What follows belongs to an exercise in optimizing a design on an open flow for small area; a production flow would make more cautious choices. In this exercise RTL edits were held to simulation tests only and were not proved equivalent to the original. No activity file was given, so power comes from the tool's default toggle rates.

== run A ==
Design rvPipelineTop, start of the top module:
module rvPipelineTop (
    input  wire         clk,
    input  wire         rst_n,
    output logic [29:0] iAddr,
    input  wire  [31:0] iRdata,
    input  wire         iStall,
    output logic        dReqRen,
    output logic        dReqWen,
    output logic [29:0] dReqAddr,
    output logic [31:0] dReqWdata,
    input  wire  [31:0] dRdata,
    input  wire         dStall
);
    logic        stall;
    logic [2:0]  cls;
    logic [31:7] fld;
    logic        idW, idL, idS, idUseImm;
    logic [4:0]  idRd;
    logic [3:0]  idOp;
    logic        idInv;
    logic [11:0] idImm;
    logic [31:0] idA, idB;
    logic        exW, exL, exS;
    logic [4:0]  exRd;
    logic [31:0] exAlu, exSd;
    logic        wbEn;
    logic [4:0]  wbAddr;
    logic [31:0] wbData;
    assign stall = iStall | dStall;
    fetchStage uFetch (
        .clk    (clk),
        .rst_n  (rst_n),
        .stall  (stall),
        .iAddr  (iAddr),
        .iRdata (iRdata),
        .cls    (cls),
        .fld    (fld)
    );
    decodeStage uDecode (
        .clk      (clk),
        .rst_n    (rst_n),
        .stall    (stall),
        .cls      (cls),
        .fld      (fld),
        .wbEn     (wbEn),
        .wbAddr   (wbAddr),
        .wbData   (wbData),
        .idW      (idW),
  ...
Size in the first run: roughly 4700 cells after synthesis, about 1300 flip-flops.
clock: 5.0 ns
lec_check: 0
cap_margin: 20
cell_pad_in_sites_detail_placement: 1
cell_pad_in_sites_global_placement: 2
core_margin: 2
core_utilization: 45
place_density: 0.55
setup_slack_margin: 0.05
slew_margin: 20
standard.sh (not shown) runs the stock make flow with config.mk's settings and CLKGATE_MAP_FILE= SYNTH_SCRIPT=/design/flow/synth_recipe.tcl, a recipe that flattens the netlist after the stock synthesis.
==> flow/flow/run.sh <==
#!/bin/bash
# Standard layout, with synthesis mapped by an area-oriented ABC script,
# port buffers of the smallest buffer, a clock tree of larger clusters without
# dummy loads.
set -uo pipefail
HERE=$(pwd)
export MY_ABC_SCRIPT=$HERE/flow/abc_area.script
sed -e "s#SYNTH_SCRIPT=[^ ]*#SYNTH_SCRIPT=$HERE/flow/my_synth.tcl#" standard.sh > my_standard.sh
bash my_standard.sh \
  "BUFFER_PORTS_ARGS=-buffer_cell sky130_fd_sc_hd__buf_1" \
  "CTS_ARGS=-sink_clustering_enable -repair_clock_nets -dont_use_dummy_load -buf_list {sky130_fd_sc_hd__clkbuf_16} -sink_clustering_size 24 -sink_clustering_max_diameter 100" \
  finish > flow_make.log 2>&1
exit $?
==> flow/flow/abc_area.script <==
strash
&get -n
&b
&dch -f
&nf
&put
strash
&get -n
&dch -f
&nf
&put
==> flow/flow/my_synth.tcl <==
# Standard synthesis (synth_recipe.tcl) with an area-oriented ABC mapping script
proc synth {args} { yosys synth -nofsm -noshare {*}$args }
proc abc {args} {
  set i [lsearch -exact $args -script]
  if { $i >= 0 } {
    set args [lreplace $args [expr {$i + 1}] [expr {$i + 1}] $::env(MY_ABC_SCRIPT)]
  }
  yosys abc {*}$args
}
source $::env(SCRIPTS_DIR)/synth.tcl
# left out here: clear keep_hierarchy, flatten, clean up, hide names made inside functions, write 1_2_yosys.v
Relative to run A, the following input files were edited for run B:
# run A
export LEC_CHECK = 0
export CAP_MARGIN = 20
export CELL_PAD_IN_SITES_DETAIL_PLACEMENT = 1
export CELL_PAD_IN_SITES_GLOBAL_PLACEMENT = 2
export CORE_MARGIN = 2
export CORE_UTILIZATION = 45
export PLACE_DENSITY = 0.55
export SETUP_SLACK_MARGIN = 0.05
export SLEW_MARGIN = 20
create_clock -name core_clock -period 5.0 [get_ports {clk}]
# run B
export LEC_CHECK = 0
export CAP_MARGIN = 20
export CELL_PAD_IN_SITES_DETAIL_PLACEMENT = 1
export CELL_PAD_IN_SITES_GLOBAL_PLACEMENT = 2
export CORE_MARGIN = 2
export CORE_UTILIZATION = 50
export PLACE_DENSITY = 0.6
export SETUP_SLACK_MARGIN = 0.05
export SLEW_MARGIN = 20
create_clock -name core_clock -period 5.0 [get_ports {clk}]
[summary]
Utilization ended up 5.3 points higher on run B than on run A.
Between run A and run B, the number of remaining DRC errors does not differ in any meaningful way.
Run A → run B: final critical-path required period down 0.42 ns, standard cell area after detailed placement flat, switching power down 1.4%, global routing usage on met3 up 3.8 points.
Non-clock buffer count grows slightly when moving from run A to run B.
STATUS worst hold-check slack: run B wins against run A
Compared with run A, run B has extra setup slack.
According to the power report, total power for run B is lower than for run A.

---

v6:
Another version of the RTL of rvPipelineTop (not shown whole).
Size: roughly 4600 cells after synthesis, ~1300 flip-flops, about 53000 um^2 of cells after synthesis.
==> flow/config.mk <==
export PLATFORM = sky130hd
export DESIGN_NAME = rvPipelineTop
export DESIGN_NICKNAME = rvPipelineTop
export VERILOG_FILES = /design/flow/design.v
export SDC_FILE = /design/flow/constraint.sdc
export NUM_CORES = 4
export LEC_CHECK = 0
export CAP_MARGIN = 20
export CELL_PAD_IN_SITES_DETAIL_PLACEMENT = 1
export CELL_PAD_IN_SITES_GLOBAL_PLACEMENT = 2
export CORE_MARGIN = 2
export CORE_UTILIZATION = 50
export PLACE_DENSITY = 0.6
export SETUP_SLACK_MARGIN = 0.05
export SLEW_MARGIN = 20
==> flow/constraint.sdc <==
create_clock -name core_clock -period 5.0 [get_ports {clk}]
set_input_delay 1.0000 -clock core_clock [delete_from_list [all_inputs] [get_ports {clk}]]
set_output_delay 1.0000 -clock core_clock [all_outputs]
set_load 0.01 [all_outputs]
==> flow/flow/abc_area.script <==
strash
&get -n
&nf
&put
strash
&get -n
&nf
&put
Scripts as last shown in full above: flow/flow/run.sh, flow/flow/my_synth.tcl
In summary, v6 completed successfully, with a layout that passed the timing, DRC and antenna checks.
For v7, these inputs were changed with respect to v6:
Settings: CORE_UTILIZATION: 50 -> 45; PLACE_DENSITY: 0.6 -> 0.55.
-- flow/flow/run.sh --
<<< v6, line 4
# dummy loads.
>>> v7, line 4
# dummy loads, and power recovery (downsizing off the critical paths) after
# global routing followed by a second slew and capacitance repair.
<<< v6, line 12
>>> v7, line 13
  RECOVER_POWER=100 \
  POST_GLOBAL_ROUTE_TCL=$HERE/flow/post_grt.tcl \
==> flow/flow/post_grt.tcl (new file) <==
# After power recovery: repair max slew and capacitance again, since downsizing
# can leave nets (such as heavily loaded port buffers) over their limits.
puts "POST_GLOBAL_ROUTE: repair_design after power recovery"
log_cmd global_route -start_incremental
log_cmd estimate_parasitics -global_routing
repair_design_helper
log_cmd detailed_placement
log_cmd global_route -end_incremental
log_cmd estimate_parasitics -global_routing
write_guides $::env(RESULTS_DIR)/route.guide
==> summary.txt <==
- Summary of the comparison: sequential fraction of design power is lower in v7, relative to v6.
- On share of total power consumed by net switching: v7 sits above v6.
- On via count, v7 does better than v6.
- v6 -> v7: clock network power increased slightly

separate check: timing with driven ports:
No port has a modelled driver above. Below, the same layouts with a new extraction and two added sets of constraints. Step 1 (the two cells are an assumption about what drives the block):
set clk [get_ports {clk}]
set_driving_cell -lib_cell sky130_fd_sc_hd__clkbuf_16 $clk
set_driving_cell -lib_cell sky130_fd_sc_hd__buf_2 [delete_from_list [all_inputs] $clk]
Step 2 also shifts input and output timing later by t, the mid clock arrival at the registers, as if the neighbouring blocks saw the same clock. a / b / c = ideal ports / drivers / drivers and shift; a / b = the first two.
run	t (ns)	slack for setup (ns)	worst data-port slew with drivers (ns)
run A	0.814	0.288 / 0.288 / 0.288	0.07
run B	0.797	0.707 / 0.707 / 0.707	0.06
v6	0.795	0.249 / 0.249 / 0.249	0.06
v7	0.806	0.189 / 0.189 / 0.189	0.05
After both steps setup and hold are still met in every run listed.
